Background: an optimization exercise with open tools, aiming at small area, a short achievable clock period and few clock cycles per item. Do not read the settings as production practice.
Where RTL was checked, it was by simulation tests only, not by an equivalence proof against the original.
Function not checked in runs 1, 3 and 4: the RTL went through the layout flow alone.
Power and IR drop assume default switching activity.

==> flow/design.v (outline; a module is shown in full before it is edited, if it fits) <==
// module fpu_mul: 1367 lines
// module fpu_seq: 168 lines
module fpu_seq (
  input  logic        clk,
  input  logic        reset,
  input  logic        Start,
  input  logic [1:0]  FPUOp,
  input  logic [31:0] SrcA,
  input  logic [31:0] SrcB,
  output logic [31:0] Result,
  output logic        Done,
  output logic        Busy,
  output logic [3:0]  FPUFlags
);
  // ...
==> flow/run.sh <==
#!/bin/bash
# synth_recipe.tcl (not shown) runs the flow's synth.tcl, then flattens the netlist and writes it again
# the make line also repeats each setting of config.mk as NAME=value (left out here)
make -C /OpenROAD-flow-scripts/flow DESIGN_CONFIG=/design/flow/config.mk WORK_HOME=/design/flow/orfs CLKGATE_MAP_FILE= SYNTH_SCRIPT=/design/flow/synth_recipe.tcl finish
==> flow/config.mk <==
export PLATFORM = sky130hd
export DESIGN_NAME = fpu_seq
export DESIGN_NICKNAME = fpu_seq
export VERILOG_FILES = /design/flow/design.v
export SDC_FILE = /design/flow/constraint.sdc
export NUM_CORES = 4
export LEC_CHECK = 0
export CAP_MARGIN = 20
export CORE_MARGIN = 2
export CORE_UTILIZATION = 40
export SETUP_SLACK_MARGIN = 3.0
export SLEW_MARGIN = 20
==> flow/constraint.sdc <==
create_clock -name core_clock -period 11.0 [get_ports {clk}]
set_input_delay 2.2000 -clock core_clock [delete_from_list [all_inputs] [get_ports {clk}]]
set_output_delay 2.2000 -clock core_clock [all_outputs]
set_load 0.01 [all_outputs]
==> results.cfg, run 1 <==
[outcome]
status = complete, no violations

[power]
powerClk_w = 0.000302
p_sw_w = 0.00495
power_frac_clock_pct = 3.4
ir_worst_vdd_mv = 0.642

[layout]
multi_input_area_share_pct = 76.2
n_clock_buffer = 9
clk_share_pct = 0.978
postLayoutCoreUtil_pct = 47.7
syn_to_final_growth_pct = 17.8
final_cell_count_no_fill = 4498

[die]
start_util_pct = 40.5

[setup_path]
path_buf_inv = 9
crit_cells = 36
path_max_fanout = 13
cp_common_cell = a21o_1

[clock_tree]
clock_path_buffers = 2

[route]
dr.pass1.iters = 6
antenna_left = 0
wl_met2_um = 49600

[synthesis]
synthFlopType = dfxtp_1
async_flop_share_pct = 0

[sta]
setup-tns-final_ns = 0
finalHoldWorstSlack_ns = 2.40

[grt]
grt_use_met1_pct = 42.4
overflow = 0
==> module fpu_seq, before the edit <==
module fpu_seq (
  input  logic        clk,
  input  logic        reset,
  input  logic        Start,
  input  logic [1:0]  FPUOp,
  input  logic [31:0] SrcA,
  input  logic [31:0] SrcB,
  output logic [31:0] Result,
  output logic        Done,
  output logic        Busy,
  output logic [3:0]  FPUFlags
);
  function automatic logic [4:0] lzc25(input logic [24:0] v);
    lzc25 = 5'd0;
    for (int i = 0; i < 25; i++) begin
      if (v[i]) lzc25 = 5'(24 - i);
    end
  endfunction
  logic [7:0]  w_expA, w_expB;
  logic [23:0] w_manA, w_manB;
  logic [24:0] w_mA, w_mB;
  logic        w_isMul;
  logic        w_special;
  assign w_expA    = SrcA[30:23];
  assign w_expB    = SrcB[30:23];
  assign w_manA    = (w_expA == 8'd0) ? 24'd0 : {1'b1, SrcA[22:0]};
  assign w_manB    = (w_expB == 8'd0) ? 24'd0 : {1'b1, SrcB[22:0]};
  assign w_mA      = {w_manA, 1'b0};
  assign w_mB      = {w_manB, 1'b0};
  assign w_isMul   = (FPUOp == fpu_pkg::OP_FMUL);
  assign w_special = (FPUOp == fpu_pkg::OP_RSVD) ||
                     (w_expA == fpu_pkg::INF_EXP) || (w_expB == fpu_pkg::INF_EXP);
  logic [8:0]  w_dAB, w_dBA;
  logic        w_expLt, w_expGt;
  logic [7:0]  w_diff;
  logic [7:0]  w_addExp;
  logic        w_sub, w_near;
  assign w_dAB    = {1'b0, w_expA} - {1'b0, w_expB};
  assign w_dBA    = {1'b0, w_expB} - {1'b0, w_expA};
  assign w_expLt  = w_dAB[8];
  assign w_expGt  = w_dBA[8];
  assign w_diff   = w_expLt ? w_dBA[7:0] : w_dAB[7:0];
  assign w_addExp = w_expLt ? w_expB : w_expA;
  assign w_sub    = SrcA[31] ^ SrcB[31];
  assign w_near   = w_sub && (w_diff[7:1] == 7'd0);
  logic [24:0] w_big, w_small, w_aligned;
  logic        w_farSign;
  assign w_big     = w_expLt ? w_mB : w_mA;
  assign w_small   = w_expLt ? w_mA : w_mB;
  assign w_aligned = (w_diff >= 8'd26) ? 25'd0 : (w_small >> w_diff[4:0]);
  assign w_farSign = w_expLt ? SrcB[31] : SrcA[31];
  logic [24:0] w_nA, w_nB, w_nearMag;
  logic [25:0] w_dif1, w_dif2;
  logic        w_nearSign;
  logic [4:0]  w_nearLz;
  logic [9:0]  w_nearExp;
  logic        w_nearZero;
  assign w_nA       = w_expLt ? (w_mA >> 1) : w_mA;
  assign w_nB       = w_expGt ? (w_mB >> 1) : w_mB;
  assign w_dif1     = {1'b0, w_nA} - {1'b0, w_nB};
  assign w_dif2     = {1'b0, w_nB} - {1'b0, w_nA};
  assign w_nearMag  = w_dif1[25] ? w_dif2[24:0] : w_dif1[24:0];
  assign w_nearSign = w_dif1[25] ? SrcB[31] : SrcA[31];
  assign w_nearLz   = lzc25(w_nearMag);
  assign w_nearExp  = {2'b0, w_addExp} - {5'd0, w_nearLz};
  assign w_nearZero = (w_nearMag == 25'd0) || w_nearExp[9] || (w_nearExp == 10'd0);
  logic [47:0] w_row0, w_row1;
  logic [23:0] w_lowSum;
  logic [9:0]  w_mulExp;
  fpu_mul u_mul (
    .i_a    (w_manA),
    .i_b    (w_manB),
    .o_row0 (w_row0),
    .o_row1 (w_row1)
  );
  assign w_lowSum = {1'b0, w_row0[22:0]} + {1'b0, w_row1[22:0]};
  assign w_mulExp = {2'b0, w_expA} + {2'b0, w_expB} - 10'd126;
  logic        r_done;
  logic [24:0] r_x, r_y;
  logic        r_cin;
  logic        r_sub;
  logic        r_mul;
  logic        r_near;
  logic        r_sign;
  logic [9:0]  r_exp;
  logic [4:0]  r_lz;
  logic        r_zero;
  logic        r_special;
  always_ff @(posedge clk) begin
    if (!reset) r_done <= 1'b0;
    else        r_done <= Start && (FPUOp != fpu_pkg::OP_NONE);
  end
  always_ff @(posedge clk) begin
    r_special <= w_special;
    r_lz      <= w_nearLz;
    r_mul     <= w_isMul;
    if (w_isMul) begin
      r_x    <= w_row0[47:23];
      r_y    <= w_row1[47:23];
      r_cin  <= w_lowSum[23];
      r_sub  <= 1'b0;
      r_near <= 1'b0;
      r_sign <= w_sub;
      r_exp  <= w_mulExp;
      r_zero <= (w_expA == 8'd0) || (w_expB == 8'd0);
    end else if (w_near) begin
      r_x    <= w_nearMag;
      r_y    <= w_aligned;
      r_cin  <= 1'b1;
      r_sub  <= 1'b1;
      r_near <= 1'b1;
      r_sign <= w_nearSign;
      r_exp  <= w_nearExp;
      r_zero <= w_nearZero;
    end else begin
      r_x    <= w_big;
      r_y    <= w_aligned;
      r_cin  <= w_sub;
      r_sub  <= w_sub;
      r_near <= 1'b0;
      r_sign <= w_farSign;
      r_exp  <= {2'b0, w_addExp};
      r_zero <= (w_expA == 8'd0) && (w_expB == 8'd0);
    end
  end
  logic [25:0] w_sum;
  logic [24:0] w_nearNorm;
  logic [22:0] w_frac;
  logic [9:0]  w_exp;
  logic [31:0] w_result;
  logic        w_ovf;
  assign w_sum      = {1'b0, r_x} + ({1'b0, r_y} ^ {26{r_sub}}) + {25'd0, r_cin};
  assign w_nearNorm = r_x << r_lz;
  always_comb begin
    if (r_near) begin
      w_frac = w_nearNorm[23:1];
      w_exp  = r_exp;
    end else if (w_sum[25] && !r_mul) begin
      w_frac = w_sum[24:2];
      w_exp  = r_exp + 10'd1;
    end else if (w_sum[24]) begin
      w_frac = w_sum[23:1];
      w_exp  = r_exp;
    end else begin
      w_frac = w_sum[22:0];
      w_exp  = r_exp - 10'd1;
    end
  end
  always_comb begin
    w_result = 32'd0;
    w_ovf    = 1'b0;
    if (r_special) begin
      w_result = fpu_pkg::QNAN;
      w_ovf    = 1'b1;
    end else if (r_zero || w_exp[9] || (w_exp == 10'd0)) begin
      w_result = 32'd0;
    end else if (w_exp[8:0] >= 9'd255) begin
      w_result = {r_sign, fpu_pkg::INF_EXP, 23'd0};
      w_ovf    = 1'b1;
    end else begin
      w_result = {r_sign, w_exp[7:0], w_frac};
    end
  end
  assign Result   = w_result;
  assign FPUFlags = {w_result[31], (w_result[30:0] == 31'd0), 1'b0, w_ovf};
  assign Done     = r_done;
  assign Busy     = 1'b0;
endmodule
==> run 2, diff against run 1 <==
--- a/flow/design.v
+++ b/flow/design.v
@@ -1396,2 +1396,3 @@
   logic [24:0] w_mA, w_mB;
+  logic        w_zeroA, w_zeroB;
   logic        w_isMul;
@@ -1400,4 +1401,6 @@
   assign w_expB    = SrcB[30:23];
-  assign w_manA    = (w_expA == 8'd0) ? 24'd0 : {1'b1, SrcA[22:0]};
-  assign w_manB    = (w_expB == 8'd0) ? 24'd0 : {1'b1, SrcB[22:0]};
+  assign w_zeroA   = (w_expA == 8'd0);
+  assign w_zeroB   = (w_expB == 8'd0);
+  assign w_manA    = {!w_zeroA, w_zeroA ? 23'd0 : SrcA[22:0]};
+  assign w_manB    = {!w_zeroB, w_zeroB ? 23'd0 : SrcB[22:0]};
   assign w_mA      = {w_manA, 1'b0};
@@ -1408,3 +1411,3 @@
   logic [8:0]  w_dAB, w_dBA;
-  logic        w_expLt, w_expGt;
+  logic        w_expLt, w_expGt, w_expEq;
   logic [7:0]  w_diff;
@@ -1416,2 +1419,3 @@
   assign w_expGt  = w_dBA[8];
+  assign w_expEq  = (w_expA == w_expB);
   assign w_diff   = w_expLt ? w_dBA[7:0] : w_dAB[7:0];
@@ -1429,4 +1433,2 @@
   logic        w_nearSign;
-  logic [4:0]  w_nearLz;
-  logic [9:0]  w_nearExp;
   logic        w_nearZero;
@@ -1438,5 +1440,3 @@
   assign w_nearSign = w_dif1[25] ? SrcB[31] : SrcA[31];
-  assign w_nearLz   = lzc25(w_nearMag);
-  assign w_nearExp  = {2'b0, w_addExp} - {5'd0, w_nearLz};
-  assign w_nearZero = (w_nearMag == 25'd0) || w_nearExp[9] || (w_nearExp == 10'd0);
+  assign w_nearZero = w_expEq && (w_zeroA || (SrcA[22:0] == SrcB[22:0]));
   logic [47:0] w_row0, w_row1;
@@ -1455,4 +1455,3 @@
   logic        r_cin;
-  logic        r_sub;
-  logic        r_mul;
+  logic        r_noCarry;
   logic        r_near;
@@ -1460,3 +1459,2 @@
   logic [9:0]  r_exp;
-  logic [4:0]  r_lz;
   logic        r_zero;
@@ -1469,4 +1467,3 @@
     r_special <= w_special;
-    r_lz      <= w_nearLz;
-    r_mul     <= w_isMul;
+    r_noCarry <= w_isMul || w_sub;
     if (w_isMul) begin
@@ -1475,3 +1472,2 @@
       r_cin  <= w_lowSum[23];
-      r_sub  <= 1'b0;
       r_near <= 1'b0;
@@ -1479,11 +1475,10 @@
       r_exp  <= w_mulExp;
-      r_zero <= (w_expA == 8'd0) || (w_expB == 8'd0);
+      r_zero <= w_zeroA || w_zeroB;
     end else if (w_near) begin
       r_x    <= w_nearMag;
-      r_y    <= w_aligned;
+      r_y    <= ~w_aligned;
       r_cin  <= 1'b1;
-      r_sub  <= 1'b1;
       r_near <= 1'b1;
       r_sign <= w_nearSign;
-      r_exp  <= w_nearExp;
+      r_exp  <= {2'b0, w_addExp};
       r_zero <= w_nearZero;
@@ -1491,5 +1486,4 @@
       r_x    <= w_big;
-      r_y    <= w_aligned;
+      r_y    <= w_sub ? ~w_aligned : w_aligned;
       r_cin  <= w_sub;
-      r_sub  <= w_sub;
       r_near <= 1'b0;
@@ -1497,45 +1491,58 @@
       r_exp  <= {2'b0, w_addExp};
-      r_zero <= (w_expA == 8'd0) && (w_expB == 8'd0);
+      r_zero <= w_zeroA && w_zeroB;
     end
   end
+  logic [26:0] w_sumC;
   logic [25:0] w_sum;
+  logic        w_selR, w_sel0, w_selL;
+  logic [9:0]  w_expR, w_exp0, w_expL;
+  assign w_sumC = {1'b0, r_x, 1'b1} + {1'b0, r_y, r_cin};
+  assign w_sum  = w_sumC[26:1];
+  assign w_selR = w_sum[25] && !r_noCarry;
+  assign w_sel0 = !w_selR && w_sum[24];
+  assign w_selL = !w_selR && !w_sum[24];
+  assign w_expR = r_exp + 10'd1;
+  assign w_exp0 = r_exp;
+  assign w_expL = r_exp - 10'd1;
+  function automatic logic isInf(input logic [9:0] e);
+    isInf = !e[9] && (e[8:0] >= 9'd255);
+  endfunction
+  function automatic logic isLow(input logic [9:0] e);
+    isLow = e[9] || (e == 10'd0);
+  endfunction
+  logic [22:0] w_farFrac;
+  logic [7:0]  w_farExp;
+  logic        w_farInf, w_farLow;
+  assign w_farFrac = ({23{w_selR}} & w_sum[24:2]) |
+                     ({23{w_sel0}} & w_sum[23:1]) |
+                     ({23{w_selL}} & w_sum[22:0]);
+  assign w_farExp  = ({8{w_selR}} & w_expR[7:0]) |
+                     ({8{w_sel0}} & w_exp0[7:0]) |
+                     ({8{w_selL}} & w_expL[7:0]);
+  assign w_farInf  = (w_selR && isInf(w_expR)) || (w_sel0 && isInf(w_exp0)) ||
+                     (w_selL && isInf(w_expL));
+  assign w_farLow  = (w_selR && isLow(w_expR)) || (w_sel0 && isLow(w_exp0)) ||
+                     (w_selL && isLow(w_expL));
+  logic [4:0]  w_lz;
   logic [24:0] w_nearNorm;
+  logic [9:0]  w_nearExp;
+  assign w_lz       = lzc25(r_x);
+  assign w_nearNorm = r_x << w_lz;
+  assign w_nearExp  = r_exp - {5'd0, w_lz};
   logic [22:0] w_frac;
-  logic [9:0]  w_exp;
+  logic [7:0]  w_expF;
+  logic        w_inf, w_zero;
   logic [31:0] w_result;
-  logic        w_ovf;
-  assign w_sum      = {1'b0, r_x} + ({1'b0, r_y} ^ {26{r_sub}}) + {25'd0, r_cin};
-  assign w_nearNorm = r_x << r_lz;
+  assign w_frac = r_near ? w_nearNorm[23:1] : w_farFrac;
+  assign w_expF = r_near ? w_nearExp[7:0] : w_farExp;
+  assign w_inf  = !r_near && w_farInf;
+  assign w_zero = r_zero || (r_near ? isLow(w_nearExp) : w_farLow);
   always_comb begin
-    if (r_near) begin
-      w_frac = w_nearNorm[23:1];
-      w_exp  = r_exp;
-    end else if (w_sum[25] && !r_mul) begin
-      w_frac = w_sum[24:2];
-      w_exp  = r_exp + 10'd1;
-    end else if (w_sum[24]) begin
-      w_frac = w_sum[23:1];
-      w_exp  = r_exp;
-    end else begin
-      w_frac = w_sum[22:0];
-      w_exp  = r_exp - 10'd1;
-    end
-  end
-  always_comb begin
-    w_result = 32'd0;
-    w_ovf    = 1'b0;
-    if (r_special) begin
-      w_result = fpu_pkg::QNAN;
-      w_ovf    = 1'b1;
-    end else if (r_zero || w_exp[9] || (w_exp == 10'd0)) begin
-      w_result = 32'd0;
-    end else if (w_exp[8:0] >= 9'd255) begin
-      w_result = {r_sign, fpu_pkg::INF_EXP, 23'd0};
-      w_ovf    = 1'b1;
-    end else begin
-      w_result = {r_sign, w_exp[7:0], w_frac};
-    end
+    if (r_special)   w_result = fpu_pkg::QNAN;
+    else if (w_zero) w_result = 32'd0;
+    else if (w_inf)  w_result = {r_sign, fpu_pkg::INF_EXP, 23'd0};
+    else             w_result = {r_sign, w_expF, w_frac};
   end
   assign Result   = w_result;
-  assign FPUFlags = {w_result[31], (w_result[30:0] == 31'd0), 1'b0, w_ovf};
+  assign FPUFlags = {w_result[31], !r_special && w_zero, 1'b0, r_special || (!w_zero && w_inf)};
   assign Done     = r_done;
--- a/flow/config.mk
+++ b/flow/config.mk
@@ -10,3 +10,3 @@
 export CORE_UTILIZATION = 40
-export SETUP_SLACK_MARGIN = 3.0
+export SETUP_SLACK_MARGIN = 4.0
 export SLEW_MARGIN = 20
==> run 2 against run 1 <==
Sequential share of layout area down 0.28 points; sequential power is 11% higher; worst hold slack worse by 0.24 ns; via count is 1.2% lower; global-route usage is 0.33 points higher; critical path depth is 18 lower; design area is 1.9% lower; clock-buffer cell count up 1; utilization fell by 0.93 points; non-clock buffer count shrank 49; synthesized cell count decreased by 1.8%; critical endpoint is now r_cin$_DFF_P_.
==> results.cfg, run 2 <==
[power]
internal_power_w = 0.00372
ir_worst_vdd_mv = 0.751
power.density_nw_per_um2 = 273
pwr-share-seq_pct = 5.8
switching_share_pct = 55.9
leakage_nw = 13.4
power_frac_clock_pct = 3.7
p_sw_w = 0.00472
finalPower_w = 0.00844
p_comb_share_pct = 90.5

[setup_path]
slowest_delay_ns = 0.87
startpoint = SrcA[7]
cp-end-kind = register
path_delay_family = adder cells
worstSetupPathType = primary input to register
path_max_fanout = 12
startpoint_type = primary input
cp_common_cell = fa_1
required_ns = 11.24
path_buf_inv = 6
path_cells = clkdlybuf4s50_1 -> buf_4 -> and2_1 -> buf_4 -> a22oi_2 -> xnor2_1 -> fa_1 -> inv_1 -> fa_1 -> inv_1 -> fa_2 -> fa_1 -> fa_1 -> inv_1 -> ha_1 -> a211o_1 -> a211oi_2 -> a211oi_1
crit_arrival_ns = 7.73
crit_slowest_cell = clkdlybuf4s50_1

[layout]
finalNetCount = 4005
fill_cells = 6614
layout-drive-gt1-share_pct = 14.8
postLayoutCoreUtil_pct = 46.8
mostFrequentLayoutCells = inv_1, xnor2_1, nand2_1
final_common_cell = inv_1
reg_top3 = r_x x25, r_y x25, r_exp x10
syn_to_final_growth_pct = 15.5

[synthesis]
yosysSeqAreaShare_pct = 5.02
syn_inst = 3479
yosysWarningCount = 1
synth-edff-count = 0
synth_cell_type_count = 100
async_flop_share_pct = 0
syn_area_um2 = 26700
avgSynthCellArea_um2 = 7.68
synthFlopType = dfxtp_1
ys_seq_elements = 67
yosys.area.top_type = fa_1
synth_area_leaders = fa_1, xnor2_1, ha_1, a22oi_1, inv_1
post-synth-top-count-cell = inv_1
yosys.area.top_type_share_pct = 19.1
synth_common_cells = inv_1, xnor2_1, nor2_1

[clock_tree]
cts_sinks = 67
ctsHoldBuffers = 0
clock_path_buffers = 2
clk_pin_slew_ns = 0.08
numCtsBuffers = 9
ctsRootBufferMaster = clkbuf_16
cts_tree = done
htreeDepth = 3

[sta]
setup_viol = 0
slew_violations = 0
setup-tns-final_ns = 0
hold_viol_final = 0
rsz0062_at_grt = yes
layout_min_cycle_time_ns = 7.49
worst_slack_ns = 3.51
tightest_slew_ns = 1.08
finalHoldWorstSlack_ns = 2.16
fmax_mhz = 134
slew_headroom_pct = 27.8
period_share_pct = 68.0

[route]
antenna_left = 0
wl_met3_um = 15200
routedWlPerCell_um = 27.0
drt_wl_total_um = 118000
m1WireLength_um = 44500
drc = 0
drt_iter0_markers = 3755
dr.pass1.iters = 7
vias = 27700
vias_per_cell = 6.32
highest_layer = met5
wl_met2_um = 50100

[die]
num_io_pins = 107
die_area_um2 = 68900
start_util_pct = 40.5
rows = 94
core_um2 = 66000
die_height_um = 262
die_width_um = 262

[outcome]
status = complete, no violations

[hold_path]
min-delay-start = SrcB[24]
hold_path_class = primary input to register

[place]
dp_hpwl_um = 82600
place_congestion = 1.01
numPortBuffers = 104
dp_slack_ns = 1.81

[grt]
overflow = 0
antenna_found_initial = 2
grt_max_degree = 52
grt_pass1_vias = 27000
grt_first_pass_wirelength_um = 174000
grtUsageTotal_pct = 33.1

[job]
maxCapViolCount = 0
[run 2: cell types whose count changed in the layout (fill, tap and decap cells not counted), moves of 28 or more]
cell	change
nor2_1	+31
nor3_1	-32
o21ai_0	-28
a22oi_1	-36
buf_4	-62
mux2i_1	+48
nand2_1	-40
ha_1	+28
a22oi_2	+44
[run 2: power groups by stage]
| stage | combinational (W) | clock, W | sequential, W |
|---|---|---|---|
| 6_report | 0.00764 | 0.000311 | 0.000487 |
| 3_3_place_gp | 0.00696 | 0 | 0.000483 |
| 5_1_grt | 0.00836 | 0.000325 | 0.000495 |
| 4_1_cts | 0.00718 | 0.000316 | 0.000482 |
| 2_1_floorplan | 0.00462 | 0 | 0.000403 |
| 3_5_place_dp | 0.00697 | 0 | 0.000482 |
[run 2: final timing paths]
| path | to | slack [ns] | cells after the start |
|---|---|---|---|
| setup / recovery | r_cin$_DFF_P_ | 3.51 | 18 |
| hold / removal | r_exp[1]$_DFF_P_ | 2.16 | 3 |
[run 2: final cells by class]
cell class                      count  area [µm²]  area share [%]
Antenna cell                        2        5.00          0.0162
Clock inverter                      6        65.1           0.211
Clock buffer                       10         239           0.774
Sequential cell                    67        1350            4.36
Tap cell                          864        1080            3.50
Multi-Input combinational cell   2744       23700            76.8
Timing Repair inverter              2        10.0          0.0324
Timing Repair Buffer              309        2990            9.68
Inverter                          373        1410            4.58
[run 2: logic make-up (layout without fill, tap and decap cells)]
group           Yosys count  in the layout  synth area share, %
simple gates            833            841                 14.3
other cells               1              4               0.0140
mux                     161            161                 7.15
compound gates          943            943                 24.0
fa+ha+maj               430            430                 27.3
buf+inv                 677            700                 10.2
flops                    67             67                 5.02
xor+xnor                367            367                 12.1
[run 2: timing repair]
item                                    in CTS  in global routing
resized for setup                          225                108
gates cloned                                16                  5
endpoints found under the setup margin      89                 75
buffers inserted                            70                 18
pin swaps                                   51                 60
[run 2: metal layers]
| metal | global-route usage (%) | vias to the layer above |
|---|---|---|
| li1 | - | 12000 |
| met1 | 42.1 | 13100 |
| met2 | 50.8 | 2007 |
| met3 | 9.51 | 511 |
| met4 | 17.4 | 2 |
| met5 | 0 | - |
[run 2: worst min-delay path, stage by stage]
cell     delay, ns
buf_4         0.14
nand2_1       0.06
a31oi_1       0.07
[run 2: stage by stage]
step,std cells,instance area (µm²)
3_5_place_dp,4250,28600
6_report,4377,30900
4_1_cts,4352,30200
3_3_place_gp,4249,28600
2_1_floorplan,3480,27100
5_1_grt,4375,30900
Testbench counts of run 2, summed over its fixed seeds: cycles 3,200, ops 3,200.
==> run 3, diff against run 2 <==
--- a/flow/design.v
+++ b/flow/design.v
@@ -1434,2 +1434,3 @@
   logic        w_nearZero;
+  logic [4:0]  w_nearLz;
   assign w_nA       = w_expLt ? (w_mA >> 1) : w_mA;
@@ -1441,8 +1442,10 @@
   assign w_nearZero = w_expEq && (w_zeroA || (SrcA[22:0] == SrcB[22:0]));
+  assign w_nearLz   = lzc25(w_nearMag);
   logic [47:0] w_row0, w_row1;
-  logic [23:0] w_lowSum;
+  logic [22:0] w_lowG, w_lowP;
+  logic [5:0]  w_grpG, w_grpP;
   logic [9:0]  w_mulExp;
   fpu_mul u_mul (
-    .i_a    (w_manA),
-    .i_b    (w_manB),
+    .i_a    ({1'b1, SrcA[22:0]}),
+    .i_b    ({1'b1, SrcB[22:0]}),
     .o_row0 (w_row0),
@@ -1450,3 +1453,16 @@
   );
-  assign w_lowSum = {1'b0, w_row0[22:0]} + {1'b0, w_row1[22:0]};
+  assign w_lowG = w_row0[22:0] & w_row1[22:0];
+  assign w_lowP = w_row0[22:0] | w_row1[22:0];
+  always_comb begin
+    for (int k = 0; k < 6; k++) begin
+      w_grpG[k] = 1'b0;
+      w_grpP[k] = 1'b1;
+      for (int i = 0; i < 4; i++) begin
+        if (4 * k + i < 23) begin
+          w_grpG[k] = w_lowG[4 * k + i] | (w_lowP[4 * k + i] & w_grpG[k]);
+          w_grpP[k] = w_grpP[k] & w_lowP[4 * k + i];
+        end
+      end
+    end
+  end
   assign w_mulExp = {2'b0, w_expA} + {2'b0, w_expB} - 10'd126;
@@ -1454,3 +1470,4 @@
   logic [24:0] r_x, r_y;
-  logic        r_cin;
+  logic [5:0]  r_grpG;
+  logic [5:1]  r_grpP;
   logic        r_noCarry;
@@ -1460,2 +1477,3 @@
   logic        r_zero;
+  logic [4:0]  r_lz;
   logic        r_special;
@@ -1468,2 +1486,3 @@
     r_noCarry <= w_isMul || w_sub;
+    r_lz      <= w_nearLz;
     if (w_isMul) begin
@@ -1471,3 +1490,4 @@
       r_y    <= w_row1[47:23];
-      r_cin  <= w_lowSum[23];
+      r_grpG <= w_grpG;
+      r_grpP <= w_grpP[5:1];
       r_near <= 1'b0;
@@ -1479,3 +1499,4 @@
       r_y    <= ~w_aligned;
-      r_cin  <= 1'b1;
+      r_grpG <= 6'b100000;
+      r_grpP <= 5'd0;
       r_near <= 1'b1;
@@ -1487,3 +1508,4 @@
       r_y    <= w_sub ? ~w_aligned : w_aligned;
-      r_cin  <= w_sub;
+      r_grpG <= {w_sub, 5'd0};
+      r_grpP <= 5'd0;
       r_near <= 1'b0;
@@ -1494,2 +1516,3 @@
   end
+  logic        w_cin;
   logic [26:0] w_sumC;
@@ -1498,3 +1521,5 @@
   logic [9:0]  w_expR, w_exp0, w_expL;
-  assign w_sumC = {1'b0, r_x, 1'b1} + {1'b0, r_y, r_cin};
+  assign w_cin  = r_grpG[5] | (r_grpP[5] & (r_grpG[4] | (r_grpP[4] & (r_grpG[3] |
+                  (r_grpP[3] & (r_grpG[2] | (r_grpP[2] & (r_grpG[1] | (r_grpP[1] & r_grpG[0])))))))));
+  assign w_sumC = {1'b0, r_x, 1'b1} + {1'b0, r_y, w_cin};
   assign w_sum  = w_sumC[26:1];
@@ -1525,8 +1550,6 @@
                      (w_selL && isLow(w_expL));
-  logic [4:0]  w_lz;
   logic [24:0] w_nearNorm;
   logic [9:0]  w_nearExp;
-  assign w_lz       = lzc25(r_x);
-  assign w_nearNorm = r_x << w_lz;
-  assign w_nearExp  = r_exp - {5'd0, w_lz};
+  assign w_nearNorm = r_x << r_lz;
+  assign w_nearExp  = r_exp - {5'd0, r_lz};
   logic [22:0] w_frac;
--- a/flow/config.mk
+++ b/flow/config.mk
@@ -7,2 +7,3 @@
 export LEC_CHECK = 0
+export ABC_AREA = 1
 export CAP_MARGIN = 20
==> run 3 against run 2 <==
Clock-buffer cell count down 1; sequential cell count up 15; area after synthesis down 4.5%; worst hold slack better by 0.039 ns; wire length down 8.9%; power down 4.7%; global-route usage down 1.2 points; combinational power down 5.8%; largest cell class unchanged.
==> results.cfg, run 3 <==
[sta]
rsz0062_at_grt = yes
worst_slack_ns = 4.04
slew_headroom_pct = 34.4
period_share_pct = 63.3
setup-tns-final_ns = 0
tightest_slew_ns = 0.974
setup_viol = 0
hold_viol_final = 0
fmax_mhz = 144
layout_min_cycle_time_ns = 6.96
slew_violations = 0

[setup_path]
cp_common_cell = fa_1
path_max_fanout = 18
worstSetupPathType = primary input to register
crit_slowest_cell = fa_1
required_ns = 11.17
slowest_delay_ns = 0.59
startpoint_type = primary input
crit_arrival_ns = 7.13
cp-end-kind = register
path_cells = clkdlybuf4s50_1 -> buf_12 -> inv_6 -> nor2_1 -> o21bai_4 -> buf_8 -> buf_12 -> o21ai_0 -> xor2_1 -> fa_1 -> fa_1 -> inv_1 -> fa_1 -> fa_1 -> inv_1 -> fa_1 -> nand2_1 -> o221ai_2

[synthesis]
synth_area_leaders = fa_1, xor2_1, nand2_1, ha_1, inv_1
syn_inst = 3704
yosysSeqAreaShare_pct = 6.43
post-synth-top-count-cell = nand2_1
syn_area_um2 = 25500
avgSynthCellArea_um2 = 6.89
async_flop_share_pct = 0
synthFlopType = dfxtp_1
ys_seq_elements = 82
yosys.area.top_type_share_pct = 19.9
synth_cell_type_count = 72
yosysWarningCount = 1
synth_common_cells = nand2_1, inv_1, xor2_1
yosys.area.top_type = fa_1
synth-edff-count = 0

[clock_tree]
clock_path_buffers = 2
numCtsBuffers = 9
cts_tree = done
cts_sinks = 82
ctsRootBufferMaster = clkbuf_16
htreeDepth = 3
clk_pin_slew_ns = 0.06

[die]
die_width_um = 257
core_um2 = 63100
die_height_um = 257
start_util_pct = 40.5
die_area_um2 = 65800
num_io_pins = 107
rows = 92

[layout]
syn_to_final_growth_pct = 15.2
final_common_cell = nand2_1
final_cell_count_no_fill = 4591
mostFrequentLayoutCells = nand2_1, inv_1, xor2_1
layout-drive-gt1-share_pct = 11.0
finalNetCount = 4221
reg_top3 = r_x x25, r_y x25, r_exp x10
stdcell_area_um2 = 29400

[place]
placed_cells = 4478
place_congestion = 0.959
dp_hpwl_um = 77600
place_area_um2 = 27100
dp_slack_ns = 1.68
numPortBuffers = 104

[grt]
antenna_found_initial = 1
overflow = 0
grt_first_pass_wirelength_um = 162000
grt_pass1_vias = 26400
grtUsageTotal_pct = 31.9
grt_max_degree = 56

[route]
drc = 0
routedWlPerCell_um = 23.4
dr.pass1.iters = 6
vias_per_cell = 5.90
antenna_left = 0
vias = 27100
drt_wl_total_um = 108000
drt_iter0_markers = 3117

[power]
pwr-share-seq_pct = 6.5
power.density_nw_per_um2 = 273
switching_share_pct = 58.7
p_sw_w = 0.00472
p_comb_share_pct = 89.5
ir_worst_vdd_mv = 0.330
leakage_nw = 13.7
finalPower_w = 0.00804
power_frac_clock_pct = 4.0
internal_power_w = 0.00332

[outcome]
status = complete, no violations

[hold_path]
hold_path_class = primary input to register

[job]
maxCapViolCount = 0
run 3: cell count changes after synthesis, moves of 30 or more:
| cell | delta |
|---|---|
| nand2_1 | +370 |
| xnor2_1 | -305 |
| xor2_1 | +276 |
| o22ai_1 | +268 |
| a22oi_1 | -233 |
| o21ai_0 | +166 |
| inv_1 | +156 |
| mux2i_1 | -91 |
| a21oi_1 | -45 |
| clkbuf_1 | -44 |
| a21o_1 | -41 |
| a211oi_1 | -38 |
| nor3_1 | -31 |
| o211ai_1 | +30 |
run 3: final timing paths:
check	from	endpoint	slack (ns)	cells past startpoint
worst max-delay path	SrcB[7]	r_x[6]$_DFF_P_	4.04	18
worst min-delay path	SrcA[28]	r_exp[5]$_DFF_P_	2.20	3
run 3: layer usage:
layer | track usage [%] | vias up | wire [µm]
met5 | 0 | - | 0
met1 | 40.2 | 12900 | 42000
met2 | 50.8 | 1537 | 48000
met4 | 19.0 | 0 | 7480
met3 | 5.97 | 389 | 10200
li1 | - | 12300 | -
run 3: power groups by stage:
stage / clock [W] / combinational [W] / sequential (W)
finish: 0.000319 / 0.00720 / 0.000524
global route: 0.000337 / 0.00792 / 0.000537
CTS: 0.000329 / 0.00696 / 0.000524
detailed placement: 0 / 0.00670 / 0.000530
global placement: 0 / 0.00664 / 0.000531
floorplan: 0 / 0.00440 / 0.000447
run 3: cell families after synthesis:
group	count (synthesis)	synth area share, %
buffers and inverters	805	12.2
multiplexers	33	1.30
XOR/XNOR	343	12.0
adder cells (fa/ha/maj)	413	27.7
other	1	0.0147
flip-flops	82	6.43
AND/OR/NAND/NOR	1071	17.5
AO/OA/AOI/OAI	956	22.9
run 3: final cells by class:
cell class	count	area (µm²)
Fill cell	6614	33700
Multi-Input combinational cell	2827	21700
Timing Repair Buffer	248	2460
Inverter	562	2200
Sequential cell	82	1640
Tap cell	846	1060
Clock buffer	9	225
Clock inverter	7	60.1
Timing Repair inverter	9	57.6
Antenna cell	1	2.50
run 3: repair_timing:
item,CTS,global route
hold buffers,0,0
resized for setup,173,139
gates cloned,19,5
setup endpoints to repair,83,66
buffers inserted,45,27
pin swaps,20,30
run 3: worst max-delay path: cells and delay by family:
| family | cells | cell delay (ns) |
|---|---|---|
| buffers and inverters | 7 | 1.28 |
| XOR/XNOR | 1 | 0.19 |
| AO/OA/AOI/OAI | 3 | 0.60 |
| adder cells (fa/ha/maj) | 5 | 2.57 |
| AND/OR/NAND/NOR | 2 | 0.26 |
run 3: through the flow:
stage	util, %	hold WS, ns
2_1_floorplan	-	2.32
3_3_place_gp	43.0	2.76
3_5_place_dp	43.0	2.78
4_1_cts	45.3	2.36
5_1_grt	46.6	2.22
6_report	46.6	2.20
==> run 4, diff against run 3 <==
==> flow/flow/run.sh (new file) <==
#!/bin/bash
# The standard layout (the standard.sh: standard synthesis, then ORFS from
# floorplan to finish) with one change: the input and output port buffers that
# global placement inserts are sky130_fd_sc_hd__buf_4 cells instead of the
# default choice.
set -euo pipefail
bash standard.sh "BUFFER_PORTS_ARGS=-buffer_cell sky130_fd_sc_hd__buf_4" finish > run_make.log 2>&1
==> flow/standard.sh (new file) <==
#!/bin/bash
# synth_recipe.tcl (not shown) runs the flow's synth.tcl, then flattens the netlist and writes it again
# the make line also repeats each setting of config.mk as NAME=value (left out here)
make -C /OpenROAD-flow-scripts/flow DESIGN_CONFIG=/design/flow/config.mk WORK_HOME=/design/flow/orfs CLKGATE_MAP_FILE= SYNTH_SCRIPT=/design/flow/synth_recipe.tcl "${@:-finish}"
removed: flow/run.sh
==> run 4 against run 3 <==
Sequential share of layout area is 0.33 points higher; maximum frequency is 1.1% higher; largest cell class unchanged; first-iteration DRC count is 12% lower; worst hold slack worse by 0.14 ns; utilization is 2.6 points lower; cell count is 1.4% lower; global-route usage is 1.1 points lower; non-clock buffer count is 56 lower; still clean on timing, DRC and antenna; sequential power is 1% higher; design area is 5.6% lower; clock-buffer cell count stayed put.
==> results.cfg, run 4 <==
[layout]
reg_top3 = r_x x25, r_y x25, r_exp x10
final_common_cell = nand2_1
layout-drive-gt1-share_pct = 9.81
mostFrequentLayoutCells = nand2_1, inv_1, xor2_1
syn_to_final_growth_pct = 8.75
fill_cells = 6724
finalNetCount = 4156

[setup_path]
required_ns = 11.09
startpoint_type = primary input
path_cells = buf_4 -> inv_1 -> buf_4 -> nand2_1 -> o21ai_1 -> buf_4 -> o22ai_1 -> xor2_1 -> fa_1 -> fa_1 -> fa_1 -> fa_1 -> inv_1 -> fa_1 -> nand2_1 -> o221ai_1
cp_common_cell = fa_1
crit_arrival_ns = 6.98
cp-end-kind = register
path_max_fanout = 23
slowest_delay_ns = 0.58
worstSetupPathType = primary input to register
path_buf_inv = 5
crit_slowest_cell = fa_1
path_delay_family = adder cells

[grt]
grt_max_degree = 59
grt_pass1_vias = 25700
grt_first_pass_wirelength_um = 157000
overflow = 0
antenna_found_initial = 0
grtUsageTotal_pct = 30.9

[synthesis]
avgSynthCellArea_um2 = 6.89
yosys.area.top_type = fa_1
synth_cell_type_count = 72
syn_area_um2 = 25500
synth-edff-count = 0
synthMuxAreaShare_pct = 1.30
async_flop_share_pct = 0
synth_compound_area_share_pct = 22.9
yosysWarningCount = 1
syn_inst = 3704
synth_area_leaders = fa_1, xor2_1, nand2_1, ha_1, inv_1
yosysSeqAreaShare_pct = 6.43
ys_seq_elements = 82
post-synth-top-count-cell = nand2_1
synth_common_cells = nand2_1, inv_1, xor2_1
synthSimpleGateAreaFrac_pct = 17.5
synth_top_family_by_area = adder cells
yosys.area.top_type_share_pct = 19.9
synth_xor_area_share_pct = 12.0
synthFlopType = dfxtp_1
synthAdderAreaFrac_pct = 27.7

[die]
die_height_um = 257
start_util_pct = 40.5
core_um2 = 63100
rows = 92
num_io_pins = 107
die_area_um2 = 65800
die_width_um = 257

[sta]
fmax_mhz = 145
tightest_slew_ns = 1.08
slew_violations = 0
hold_viol_final = 0
setup-tns-final_ns = 0
slew_headroom_pct = 27.7
setup_viol = 0
layout_min_cycle_time_ns = 6.89
period_share_pct = 62.6
rsz0062_at_grt = yes

[route]
routedWlPerCell_um = 23.0
vias_per_cell = 5.85
drt_iter0_markers = 2751
antenna_left = 0
drc = 0
vias = 26500
drt_wl_total_um = 104000
dr.pass1.iters = 5

[power]
p_sw_w = 0.00458
ir_worst_vdd_mv = 0.392
power.density_nw_per_um2 = 277
internal_power_w = 0.00310
switching_share_pct = 59.6
p_comb_share_pct = 88.6
leakage_nw = 13.0
finalPower_w = 0.00768
power_frac_clock_pct = 4.5
pwr-share-seq_pct = 6.9

[place]
numPortBuffers = 104
place_congestion = 0.999
dp_hpwl_um = 77600

[clock_tree]
clk_pin_slew_ns = 0.07
clock_path_buffers = 2
ctsRootBufferMaster = clkbuf_16
cts_tree = done
numCtsBuffers = 9
cts_sinks = 82
ctsHoldBuffers = 0
htreeDepth = 3

[outcome]
status = complete, no violations

[job]
maxCapViolCount = 0

[hold_path]
hold_path_class = primary input to register
run 4: cell type report:
type,count,area (µm²),area share (%)
tap,846,1060,3.81
inverter,562,2180,7.84
clock inverter,7,82.6,0.298
multi-input combinational,2823,21000,75.8
timing repair inverter,4,28.8,0.104
timing repair buffer,192,1490,5.37
antenna,2,5.00,0.0180
clock buffer,9,225,0.812
sequential,82,1640,5.91
run 4: kinds of logic (layout without fill, tap and decap cells):
family / Yosys count / in the layout
simple gates: 1071 / 1076
compound gates: 956 / 956
buf+inv: 805 / 774
fa+ha+maj: 413 / 413
xor+xnor: 343 / 343
flops: 82 / 82
mux: 33 / 33
other cells: 1 / 4
run 4: worst paths after layout:
check | endpoint | slack, ns | cells past startpoint | from
setup / recovery | r_x[2]$_DFF_P_ | 4.11 | 16 | SrcB[19]
hold / removal | r_done$_SDFF_PN0_ | 2.06 | 2 | reset
run 4: through the flow:
stage | hold WS, ns | worst slack (ns) | instance area [µm²] | utilization, % | std cells
floorplan | 2.32 | 4.11 | 25500 | - | 3705
global placement | 2.43 | 2.27 | 26800 | 42.5 | 4470
detailed placement | 2.44 | 2.16 | 26800 | 42.5 | 4470
CTS | 2.05 | 4.00 | 27400 | 43.4 | 4502
global route | 2.04 | 3.96 | 27700 | 44.0 | 4525
finish | 2.06 | 4.11 | 27800 | 44.0 | 4527
run 4: what timing repair did:
item                                    4_1_cts  5_1_grt
pin swaps                                     5       13
cloned                                        5        4
buffers inserted                             11       19
resized for setup                            26       63
endpoints found under the setup margin       72       50
run 4: power groups by stage:
stage          combinational [W]  sequential [W]  clock (W)
2_1_floorplan            0.00440        0.000447          0
3_3_place_gp             0.00651        0.000531          0
3_5_place_dp             0.00655        0.000531          0
4_1_cts                  0.00665        0.000524   0.000354
5_1_grt                  0.00755        0.000537   0.000362
6_report                 0.00681        0.000529   0.000347
run 4: layer usage:
metal | track usage [%] | wire length, µm | vias up
met5 | 0 | 0 | -
met4 | 16.9 | 6630 | 0
met3 | 6.22 | 9700 | 320
met2 | 49.3 | 46600 | 1459
met1 | 39.0 | 41400 | 12600
li1 | - | - | 12100
==> run 5, diff against run 4 <==
--- a/flow/design.v
+++ b/flow/design.v
@@ -1411,3 +1411,3 @@
   logic [8:0]  w_dAB, w_dBA;
-  logic        w_expLt, w_expGt, w_expEq;
+  logic        w_expLt, w_expEq;
   logic [7:0]  w_diff;
@@ -1418,3 +1418,2 @@
   assign w_expLt  = w_dAB[8];
-  assign w_expGt  = w_dBA[8];
   assign w_expEq  = (w_expA == w_expB);
@@ -1424,19 +1423,14 @@
   assign w_near   = w_sub && (w_diff[7:1] == 7'd0);
+  logic        w_swap;
   logic [24:0] w_big, w_small, w_aligned;
-  logic        w_farSign;
-  assign w_big     = w_expLt ? w_mB : w_mA;
-  assign w_small   = w_expLt ? w_mA : w_mB;
+  logic        w_bigSign;
+  assign w_swap    = w_expLt || (w_expEq && (SrcA[22:0] < SrcB[22:0]));
+  assign w_big     = w_swap ? w_mB : w_mA;
+  assign w_small   = w_swap ? w_mA : w_mB;
+  assign w_bigSign = w_swap ? SrcB[31] : SrcA[31];
   assign w_aligned = (w_diff >= 8'd26) ? 25'd0 : (w_small >> w_diff[4:0]);
-  assign w_farSign = w_expLt ? SrcB[31] : SrcA[31];
-  logic [24:0] w_nA, w_nB, w_nearMag;
-  logic [25:0] w_dif1, w_dif2;
-  logic        w_nearSign;
+  logic [24:0] w_nearMag;
   logic        w_nearZero;
   logic [4:0]  w_nearLz;
-  assign w_nA       = w_expLt ? (w_mA >> 1) : w_mA;
-  assign w_nB       = w_expGt ? (w_mB >> 1) : w_mB;
-  assign w_dif1     = {1'b0, w_nA} - {1'b0, w_nB};
-  assign w_dif2     = {1'b0, w_nB} - {1'b0, w_nA};
-  assign w_nearMag  = w_dif1[25] ? w_dif2[24:0] : w_dif1[24:0];
-  assign w_nearSign = w_dif1[25] ? SrcB[31] : SrcA[31];
+  assign w_nearMag  = w_big - (w_expEq ? w_small : (w_small >> 1));
   assign w_nearZero = w_expEq && (w_zeroA || (SrcA[22:0] == SrcB[22:0]));
@@ -1502,3 +1496,3 @@
       r_near <= 1'b1;
-      r_sign <= w_nearSign;
+      r_sign <= w_bigSign;
       r_exp  <= {2'b0, w_addExp};
@@ -1511,3 +1505,3 @@
       r_near <= 1'b0;
-      r_sign <= w_farSign;
+      r_sign <= w_bigSign;
       r_exp  <= {2'b0, w_addExp};
--- a/flow/config.mk
+++ b/flow/config.mk
@@ -11,3 +11,3 @@
 export CORE_UTILIZATION = 40
-export SETUP_SLACK_MARGIN = 4.0
+export SETUP_SLACK_MARGIN = 5.0
 export SLEW_MARGIN = 20
==> run 5 against run 4 <==
Clock power is 7.2% lower; setup slack better by 0.50 ns; power is 4.6% higher; design area is 12% higher; maximum frequency is 7.8% higher; global-route usage is 0.80 points higher; still clean; non-clock buffer count is 206 higher; cell count is 2.2% lower; critical path depth is 21 higher; die area is 4.9% lower; combinational power is 6.3% higher; sequential share of layout area is 0.63 points lower.
==> results.cfg, run 5 <==
[place]
place_congestion = 1.00
numPortBuffers = 104
dp_hpwl_um = 69900
placed_cells = 4147

[power]
switching_share_pct = 56.7
leakage_nw = 14.2
internal_power_w = 0.00348
ir_worst_vdd_mv = 0.530
p_comb_share_pct = 90.0
p_sw_w = 0.00455
power.density_nw_per_um2 = 258
power_frac_clock_pct = 4.0
pwr-share-seq_pct = 6.0

[layout]
final_cell_count_no_fill = 4429
syn_to_final_growth_pct = 28.3
reg_top3 = r_x x25, r_y x25, r_exp x10
final_common_cell = nand2_1
fill_cells = 5759
finalNetCount = 4118
layout-drive-gt1-share_pct = 26.4
multi_input_area_um2 = 21900
mostFrequentLayoutCells = nand2_1, inv_1, buf_4
layout.area.seq_um2 = 1650

[grt]
grtUsageTotal_pct = 31.7
grt_max_degree = 39
antenna_found_initial = 2
overflow = 0
grt_use_met1_pct = 41.2
grt_pass1_vias = 25200
grt_first_pass_wirelength_um = 152000
top_usage_layer = met2
use_met2_pct = 48.9
grtUsageMet3_pct = 7.26

[sta]
setup_viol = 0
slew_violations = 0
layout_min_cycle_time_ns = 6.39
hold_viol_final = 0
rsz0062_at_grt = yes
slew_headroom_pct = 39.0
tightest_slew_ns = 0.914
setup-tns-final_ns = 0
finalHoldWorstSlack_ns = 2.05
period_share_pct = 58.1
fmax_mhz = 157

[route]
vias = 26400
routedWlPerCell_um = 23.3
dr.pass1.iters = 6
vias_per_cell = 5.96
antenna_left = 0
drc = 0
drt_wl_total_um = 103000
drt_iter0_markers = 3092

[synthesis]
synth_cell_type_count = 76
yosys.area.top_type = fa_1
async_flop_share_pct = 0
synth_common_cells = nand2_1, inv_1, xor2_1
synth_area_leaders = fa_1, xor2_1, nand2_1, ha_1, o22ai_1
yosysWarningCount = 1
syn_inst = 3437
yosysSeqAreaShare_pct = 6.77
ys_seq_elements = 82
post-synth-top-count-cell = nand2_1
avgSynthCellArea_um2 = 7.06
syn_area_um2 = 24300
synthFlopType = dfxtp_1
yosys.area.top_type_share_pct = 20.9
synth-edff-count = 0

[setup_path]
slowest_delay_ns = 0.34
cp-end-kind = register
required_ns = 11.27
crit_arrival_ns = 6.66
cp_common_cell = nand2_2
crit_slowest_cell = fa_2
path_max_fanout = 4
worstSetupPathType = primary input to register
startpoint_type = primary input

[clock_tree]
clk_pin_slew_ns = 0.07
htreeDepth = 3
ctsRootBufferMaster = clkbuf_16
cts_sinks = 82
numCtsBuffers = 9
clock_path_buffers = 2
cts_tree = done

[job]
maxCapViolCount = 0

[die]
die_width_um = 250
die_area_um2 = 62600
start_util_pct = 40.3
num_io_pins = 107
rows = 90
die_height_um = 250
core_um2 = 60100

[outcome]
status = complete, no violations

[hold_path]
hold_path_class = primary input to register
==> run 5: cell count changes after synthesis, moves of 15 or more <==
| cell | previous run | this run |
|---|---|---|
| inv_1 | 520 | 469 |
| o21ai_1 | 25 | 95 |
| a22oi_1 | 0 | 20 |
| a21oi_1 | 150 | 131 |
| o21ai_0 | 306 | 161 |
| o221ai_2 | 19 | 0 |
| clkbuf_1 | 170 | 155 |
| nand2_1 | 640 | 571 |
| inv_2 | 19 | 38 |
| o211ai_1 | 55 | 30 |
| nor2_1 | 246 | 205 |
==> run 5: critical path: cells and delay by family <==
family	cells	cell delay (ns)
adder cells (fa/ha/maj)	2	0.60
XOR/XNOR	1	0.18
buffers and inverters	9	0.62
AND/OR/NAND/NOR	15	1.71
AO/OA/AOI/OAI	10	1.33
==> run 5: kinds of logic (layout without fill, tap and decap cells) <==
group                    after synthesis  in the layout  synth area share (%)
AO/OA/AOI/OAI                        854            856                  21.8
XOR/XNOR                             331            331                  12.0
adder cells (fa/ha/maj)              408            408                  28.9
buffers and inverters                756            954                  12.2
flip-flops                            82             82                  6.77
multiplexers                          23             23                 0.970
other                                  1              3                0.0155
AND/OR/NAND/NOR                      982            990                  17.3
==> run 5: worst paths after layout <==
check	start	endpoint	slack (ns)	depth (start not counted)
max	SrcA[23]	r_lz[3]$_SDFF_PP0_	4.61	37
min	reset	r_done$_SDFF_PN0_	2.05	2
==> run 5: power by group through the flow <==
stage | clock, W | combinational [W] | sequential, W
6_report | 0.000322 | 0.00724 | 0.000480
3_3_place_gp | 0 | 0.00606 | 0.000482
2_1_floorplan | 0 | 0.00424 | 0.000448
4_1_cts | 0.000328 | 0.00666 | 0.000478
5_1_grt | 0.000338 | 0.00802 | 0.000491
3_5_place_dp | 0 | 0.00607 | 0.000484
==> run 5: area by class of cell <==
| cell class | count | share of cell area (%) |
|---|---|---|
| clock buffers | 9 | 0.724 |
| repair inverters | 9 | 0.221 |
| diodes | 1 | 0.00804 |
| inverters | 531 | 7.35 |
| flip-flops and latches | 82 | 5.29 |
| clock inverters | 7 | 0.245 |
| repair buffers | 398 | 12.5 |
| multi-input cells | 2610 | 70.5 |
| well taps | 782 | 3.14 |
==> run 5: through the flow <==
stage / worst slack [ns] / cell area (µm²) / total power (W) / util [%]
3_5_place_dp: 2.37 / 25600 / 0.00655 / 42.6
3_3_place_gp: 2.43 / 25600 / 0.00654 / 42.6
2_1_floorplan: 4.13 / 24800 / 0.00469 / -
4_1_cts: 4.56 / 29000 / 0.00747 / 48.2
5_1_grt: 4.40 / 31100 / 0.00884 / 51.7
6_report: 4.61 / 31100 / 0.00804 / 51.7
==> run 5: repair_timing <==
action                                  4_1_cts  5_1_grt
gates resized for setup                     401      309
gates cloned                                 25        7
endpoints found under the setup margin       92       91
hold buffers                                  0        0
setup buffers                               135       98
pin swaps                                   126      212
==> run 5: routing by layer <==
layer  wire (µm)  up-vias  part of all wire [%]
li1            -    11800                     -
met2       43900     1770                    43
met4        6810        0                   6.6
met3       12000      413                    12
met5           0        -                     0
met1       40300    12400                    39
Testbench counts of run 5, summed over its fixed seeds: cycles 3,200, ops 3,200.
==> run 6, diff against run 5 <==
--- a/flow/config.mk
+++ b/flow/config.mk
@@ -11,3 +11,3 @@
 export CORE_UTILIZATION = 40
-export SETUP_SLACK_MARGIN = 5.0
+export SETUP_SLACK_MARGIN = 3.0
 export SLEW_MARGIN = 20
==> run 6 against run 5 <==
Still clean; area after synthesis unchanged; clock-buffer cell count is the same; cell count shrank 5.6%; die area unchanged; critical path depth unchanged; sequential cell count is the same; critical path type unchanged; critical endpoint unchanged; largest power group unchanged.
==> results.cfg, run 6 <==
[sta]
finalHoldWorstSlack_ns = 2.04
rsz0062_at_grt = no
slew_violations = 0
setup_viol = 0
period_share_pct = 67.6
fmax_mhz = 134
layout_min_cycle_time_ns = 7.44
tightest_slew_ns = 1.14
slew_headroom_pct = 23.8
hold_viol_final = 0
setup-tns-final_ns = 0

[synthesis]
yosysSeqAreaShare_pct = 6.77
yosysWarningCount = 1
yosys.area.top_type = fa_1
synth_cell_type_count = 76
post-synth-top-count-cell = nand2_1
synth-edff-count = 0
synth_common_cells = nand2_1, inv_1, xor2_1
synth_area_leaders = fa_1, xor2_1, nand2_1, ha_1, o22ai_1
syn_area_um2 = 24300
ys_seq_elements = 82
async_flop_share_pct = 0
syn_inst = 3437
synthFlopType = dfxtp_1
yosys.area.top_type_share_pct = 20.9
avgSynthCellArea_um2 = 7.06

[setup_path]
cp_common_cell = nand2_1
worstSetupPathType = primary input to register
required_ns = 11.28
slowest_delay_ns = 0.45
crit_slowest_cell = buf_4
startpoint_type = primary input
cp-end-kind = register
path_max_fanout = 29
crit_arrival_ns = 7.72

[die]
die_area_um2 = 62600
rows = 90
die_height_um = 250
start_util_pct = 40.3
num_io_pins = 107
core_um2 = 60100
die_width_um = 250

[route]
routedWlPerCell_um = 22.5
dr.pass1.iters = 6
vias_per_cell = 5.86
drt_wl_total_um = 94000
antenna_left = 0
drt_iter0_markers = 2859
vias = 24500
drc = 0

[place]
place_area_um2 = 25500
dp_hpwl_um = 71400
place_congestion = 0.982
numPortBuffers = 104

[power]
power.density_nw_per_um2 = 278
leakage_nw = 12.3
ir_worst_vdd_mv = 0.419

[hold_path]
hold_end = r_done$_SDFF_PN0_
hold_path_class = primary input to register
hold_depth = 2
min-delay-start = reset

[grt]
grt_first_pass_wirelength_um = 143000
grtUsageTotal_pct = 29.7
antenna_found_initial = 2
grt_max_degree = 47
overflow = 0
grt_pass1_vias = 23700

[clock_tree]
ctsRootBufferMaster = clkbuf_16
ctsHoldBuffers = 0
cts_tree = done
clock_path_buffers = 2
cts_sinks = 82
htreeDepth = 3
numCtsBuffers = 9
clk_pin_slew_ns = 0.07

[layout]
layout-drive-gt1-share_pct = 9.66
reg_top3 = r_x x25, r_y x25, r_exp x10
stdcell_area_um2 = 26000
fill_cells = 6400
postLayoutCoreUtil_pct = 43.2
mostFrequentLayoutCells = nand2_1, inv_1, xor2_1
final_common_cell = nand2_1
finalNetCount = 3867
syn_to_final_growth_pct = 7.04

[outcome]
status = complete, no violations

[job]
maxCapViolCount = 0
==> run 6: layout make-up <==
class,instances,area (µm²),share of cell area [%]
inverter,531,2020,7.77
sequential,82,1640,6.32
clock buffer,9,225,0.868
timing repair inverter,1,5.00,0.0193
tap,782,978,3.77
antenna,2,5.00,0.0193
multi-input combinational,2600,19700,76.0
clock inverter,7,105,0.405
timing repair buffer,165,1260,4.86
==> run 6: metrics by stage <==
step,total power (W),std cells,setup slack (ns)
5_1_grt,0.00799,4177,3.07
2_1_floorplan,0.00466,3438,3.07
6_report,0.00721,4179,3.56
3_5_place_dp,0.00673,4158,2.44
4_1_cts,0.00714,4174,3.09
3_3_place_gp,0.00669,4158,2.57
==> run 6: how the worst max path moves through the flow <==
| stage | cells past startpoint | slack (ns) | startpoint | endpoint |
|---|---|---|---|---|
| 3_3_place_gp | 37 | 2.57 | SrcA[23] | r_lz[3]$_SDFF_PP0_ |
| 4_1_cts | 37 | 3.09 | SrcA[23] | r_lz[3]$_SDFF_PP0_ |
| 5_1_grt | 37 | 3.07 | SrcB[11] | r_lz[3]$_SDFF_PP0_ |
| 2_1_floorplan | 40 | 3.07 | SrcB[21] | r_lz[3]$_SDFF_PP0_ |
| 6_report | 37 | 3.56 | SrcB[11] | r_lz[3]$_SDFF_PP0_ |
| 3_5_place_dp | 37 | 2.44 | SrcA[23] | r_lz[3]$_SDFF_PP0_ |
==> run 6: layer usage <==
metal | up-vias | track usage (%) | share of wire (%)
met4 | 4 | 11.3 | 4.0
met2 | 1356 | 47.1 | 44
li1 | 11200 | - | -
met3 | 236 | 6.47 | 10
met5 | - | 0 | 0.034
met1 | 11700 | 39.5 | 41
==> run 6: cell families (layout without fill, tap and decap cells) <==
family                   count (synthesis)  in the layout  synth area share, %
adder cells (fa/ha/maj)                408            408                 28.9
AO/OA/AOI/OAI                          854            854                 21.8
AND/OR/NAND/NOR                        982            982                 17.3
flip-flops                              82             82                 6.77
other                                    1              4               0.0155
buffers and inverters                  756            713                 12.2
XOR/XNOR                               331            331                 12.0
multiplexers                            23             23                0.970
==> run 6: what timing repair did <==
action	CTS	global route
gates resized for setup	1	13
setup buffers	0	1
endpoints found under the hold margin	0	0
cloned	0	1
endpoints found under the setup margin	4	8
==> run 6: where the power goes <==
| part | total (W) | switching, W | internal [W] |
|---|---|---|---|
| registers | 0.000497 | 0.0000916 | 0.000405 |
| logic | 0.00635 | 0.00398 | 0.00237 |
| clock network | 0.000358 | 0.000155 | 0.000203 |
==> run 6: worst max-delay path: cells and delay by family <==
kind / cells / cell delay [ns]
adder cells (fa/ha/maj): 2 / 0.73
XOR/XNOR: 1 / 0.23
AO/OA/AOI/OAI: 10 / 1.64
AND/OR/NAND/NOR: 17 / 1.71
buffers and inverters: 7 / 1.15
==> run 7, diff against run 6 <==
--- a/flow/config.mk
+++ b/flow/config.mk
@@ -11,3 +11,3 @@
 export CORE_UTILIZATION = 40
-export SETUP_SLACK_MARGIN = 3.0
+export SETUP_SLACK_MARGIN = 4.5
 export SLEW_MARGIN = 20
==> run 7 against run 6 <==
Critical path depth shrank 19; synthesized cell count is the same; wire length grew 2.5%; sequential power grew 4.8%; clock-buffer cell count is the same; clock power shrank 7.3%; utilization grew 3.5 points; via count grew 2.6%; critical path type unchanged; largest cell class unchanged.
==> results.cfg, run 7 <==
[outcome]
status = complete, no violations

[synthesis]
yosys.area.top_type = fa_1
synth_cell_type_count = 76
synth-edff-count = 0
syn_inst = 3437
synth_area_leaders = fa_1, xor2_1, nand2_1, ha_1, o22ai_1
syn_area_um2 = 24300
yosysWarningCount = 1
post-synth-top-count-cell = nand2_1
synthFlopType = dfxtp_1
avgSynthCellArea_um2 = 7.06
async_flop_share_pct = 0
yosys.area.top_type_share_pct = 20.9
synth_common_cells = nand2_1, inv_1, xor2_1
yosysSeqAreaShare_pct = 6.77
ys_seq_elements = 82

[setup_path]
required_ns = 11.27
worstSetupPathType = primary input to register
crit_arrival_ns = 6.75
crit_slowest_cell = fa_1
path_max_fanout = 16
cp_common_cell = fa_1
slowest_delay_ns = 0.59
cp-end-kind = register
path_cells = buf_16 -> clkinvlp_4 -> buf_12 -> buf_4 -> o21ai_4 -> buf_6 -> o22ai_1 -> xor2_1 -> fa_1 -> inv_1 -> fa_1 -> inv_1 -> fa_1 -> fa_1 -> inv_1 -> fa_1 -> nor2_1 -> a21oi_1
startpoint_type = primary input
startpoint = SrcB[9]

[clock_tree]
ctsRootBufferMaster = clkbuf_16
cts_tree = done
cts_sinks = 82
numCtsBuffers = 9
htreeDepth = 3
clk_pin_slew_ns = 0.08
clock_path_buffers = 2
ctsHoldBuffers = 0

[sta]
tightest_slew_ns = 1.17
rsz0062_at_grt = yes
worst_slack_ns = 4.52
hold_viol_final = 0
fmax_mhz = 154
layout_min_cycle_time_ns = 6.48
setup-tns-final_ns = 0
slew_violations = 0
slew_headroom_pct = 21.5
period_share_pct = 58.9
setup_viol = 0

[layout]
reg_top3 = r_x x25, r_y x25, r_exp x10
stdcell_area_um2 = 28000
syn_to_final_growth_pct = 15.6
finalNetCount = 3980
antenna_cells = 0
final_common_cell = nand2_1
layout-drive-gt1-share_pct = 16.9
fill_cells = 6185
mostFrequentLayoutCells = nand2_1, inv_1, xor2_1

[grt]
grt_first_pass_wirelength_um = 144000
grt_max_degree = 69
grt_pass1_vias = 24000
overflow = 0
grtUsageTotal_pct = 29.7
antenna_found_initial = 2

[place]
dp_hpwl_um = 71100
numPortBuffers = 104
place_congestion = 0.996
place_area_um2 = 25500
dp_slack_ns = 2.46

[route]
drc = 0
antenna_left = 0
routedWlPerCell_um = 22.5
vias_per_cell = 5.86
drt_wl_total_um = 96400
dr.pass1.iters = 6
drt_iter0_markers = 2767
vias = 25100

[power]
leakage_nw = 13.1
power.density_nw_per_um2 = 274
ir_worst_vdd_mv = 0.425

[hold_path]
min-delay-start = reset
hold_end = r_done$_SDFF_PN0_
hold_depth = 2
hold_path_class = primary input to register

[job]
maxCapViolCount = 0

[die]
die_width_um = 250
die_area_um2 = 62600
core_um2 = 60100
start_util_pct = 40.3
rows = 90
die_height_um = 250
num_io_pins = 107
==> run 7: final cells by class <==
cell class | instances | area, µm² | area share [%]
sequential | 82 | 1640 | 5.86
clock buffer | 9 | 225 | 0.803
timing repair inverter | 11 | 81.3 | 0.290
tap | 782 | 978 | 3.49
multi-input combinational | 2604 | 20500 | 73.3
timing repair buffer | 264 | 2300 | 8.19
clock inverter | 7 | 76.3 | 0.272
inverter | 531 | 2190 | 7.81
==> run 7: routing by layer <==
layer | vias up | part of all wire, % | GRT usage, %
met5 | - | 0.027 | 0
met2 | 1471 | 44 | 47.5
met3 | 274 | 11 | 6.73
li1 | 11500 | - | -
met1 | 11900 | 40 | 38.5
met4 | 4 | 4.9 | 13.0
==> run 7: critical path: cells and delay by family <==
family                     cells  cell delay [ns]
AOI/OAI and AO/OA              3             0.68
xor gates and xnor gates       1             0.20
adders and majority gates      5             2.62
buffers and inverters          8             0.95
and+or+nand+nor                1             0.07
==> run 7: how the worst max path moves through the flow <==
| stage | endpoint | slack [ns] |
|---|---|---|
| after global placement | r_lz[3]$_SDFF_PP0_ | 2.48 |
| after global routing | r_lz[3]$_SDFF_PP0_ | 4.36 |
| after detailed placement | r_lz[3]$_SDFF_PP0_ | 2.46 |
| after floorplan | r_lz[3]$_SDFF_PP0_ | 4.13 |
| after CTS | r_lz[3]$_SDFF_PP0_ | 4.45 |
| final | r_x[4]$_DFF_P_ | 4.52 |
==> run 7: what timing repair did <==
| action | in CTS | in global routing |
|---|---|---|
| pin swaps | 38 | 109 |
| setup endpoints to repair | 84 | 75 |
| endpoints found under the hold margin | 0 | 0 |
| buffers inserted | 43 | 67 |
| resized for setup | 112 | 183 |
| gates cloned | 7 | 14 |
==> run 7: cell families after synthesis <==
group / share of synthesized area [%]
compound gates: 21.8
simple gates: 17.3
fa+ha+maj: 28.9
other cells: 0.0155
buf+inv: 12.2
xor+xnor: 12.0
mux: 0.970
flops: 6.77
==> run 7: per-stage QoR <==
step / power, W / hold WS [ns] / utilization (%) / std cells
global placement: 0.00662 / 2.43 / 42.4 / 4143
global route: 0.00844 / 2.03 / 46.6 / 4290
finish: 0.00767 / 2.03 / 46.6 / 4290
CTS: 0.00729 / 2.01 / 44.3 / 4209
detailed placement: 0.00666 / 2.43 / 42.4 / 4143
floorplan: 0.00467 / 2.32 / - / 3438
==> run 7: power breakdown <==
group / internal, W / switching, W / total (W) / leakage, nW
clock: 0.000162 / 0.000170 / 0.000332 / 0.149
sequential: 0.000405 / 0.000115 / 0.000521 / 0.686
combinational: 0.00266 / 0.00416 / 0.00682 / 12.2

==> what the ideal ports hide <==
In the flow no input, the clock included, has a driving cell. The finished layouts below were timed again as built, in two steps. Step 1 (the two cells are an assumption about what drives the block):
set clk [get_ports {clk}]
set_driving_cell -lib_cell sky130_fd_sc_hd__clkbuf_16 $clk
set_driving_cell -lib_cell sky130_fd_sc_hd__buf_2 [delete_from_list [all_inputs] $clk]
Step 2 adds t to the input delays and takes it off the output delays; t is the mean of the earliest and latest rising clock arrival at the registers after step 1. Input paths then give back, and output paths get back, about the clock's delay inside the block. Slacks: ideal / step 1 / step 2; pairs: ideal / step 1.
run | shift t [ns] | setup slack, ns | worst setup path at the end | worst slew at a driven data input, ns
run 1 | 0.380 | 1.964 / 1.957 / 1.578 | input to register | 0.09
run 2 | 0.427 | 3.515 / 3.513 / 3.086 | input to register | 0.10
run 3 | 0.447 | 4.038 / 4.071 / 3.625 | input to register | 0.05
run 4 | 0.434 | 4.112 / 4.145 / 3.711 | input to register | 0.06
run 5 | 0.430 | 4.611 / 4.615 / 4.185 | input to register | 0.18
run 6 | 0.450 | 3.562 / 3.593 / 3.144 | input to register | 0.05
run 7 | 0.440 | 4.521 / 4.492 / 4.052 | input to register | 0.11
After both steps every run listed still meets setup and hold. For run 7, which loses most, drivers alone change the setup slack by -0.029 ns; drivers and shift together by -0.469 ns.
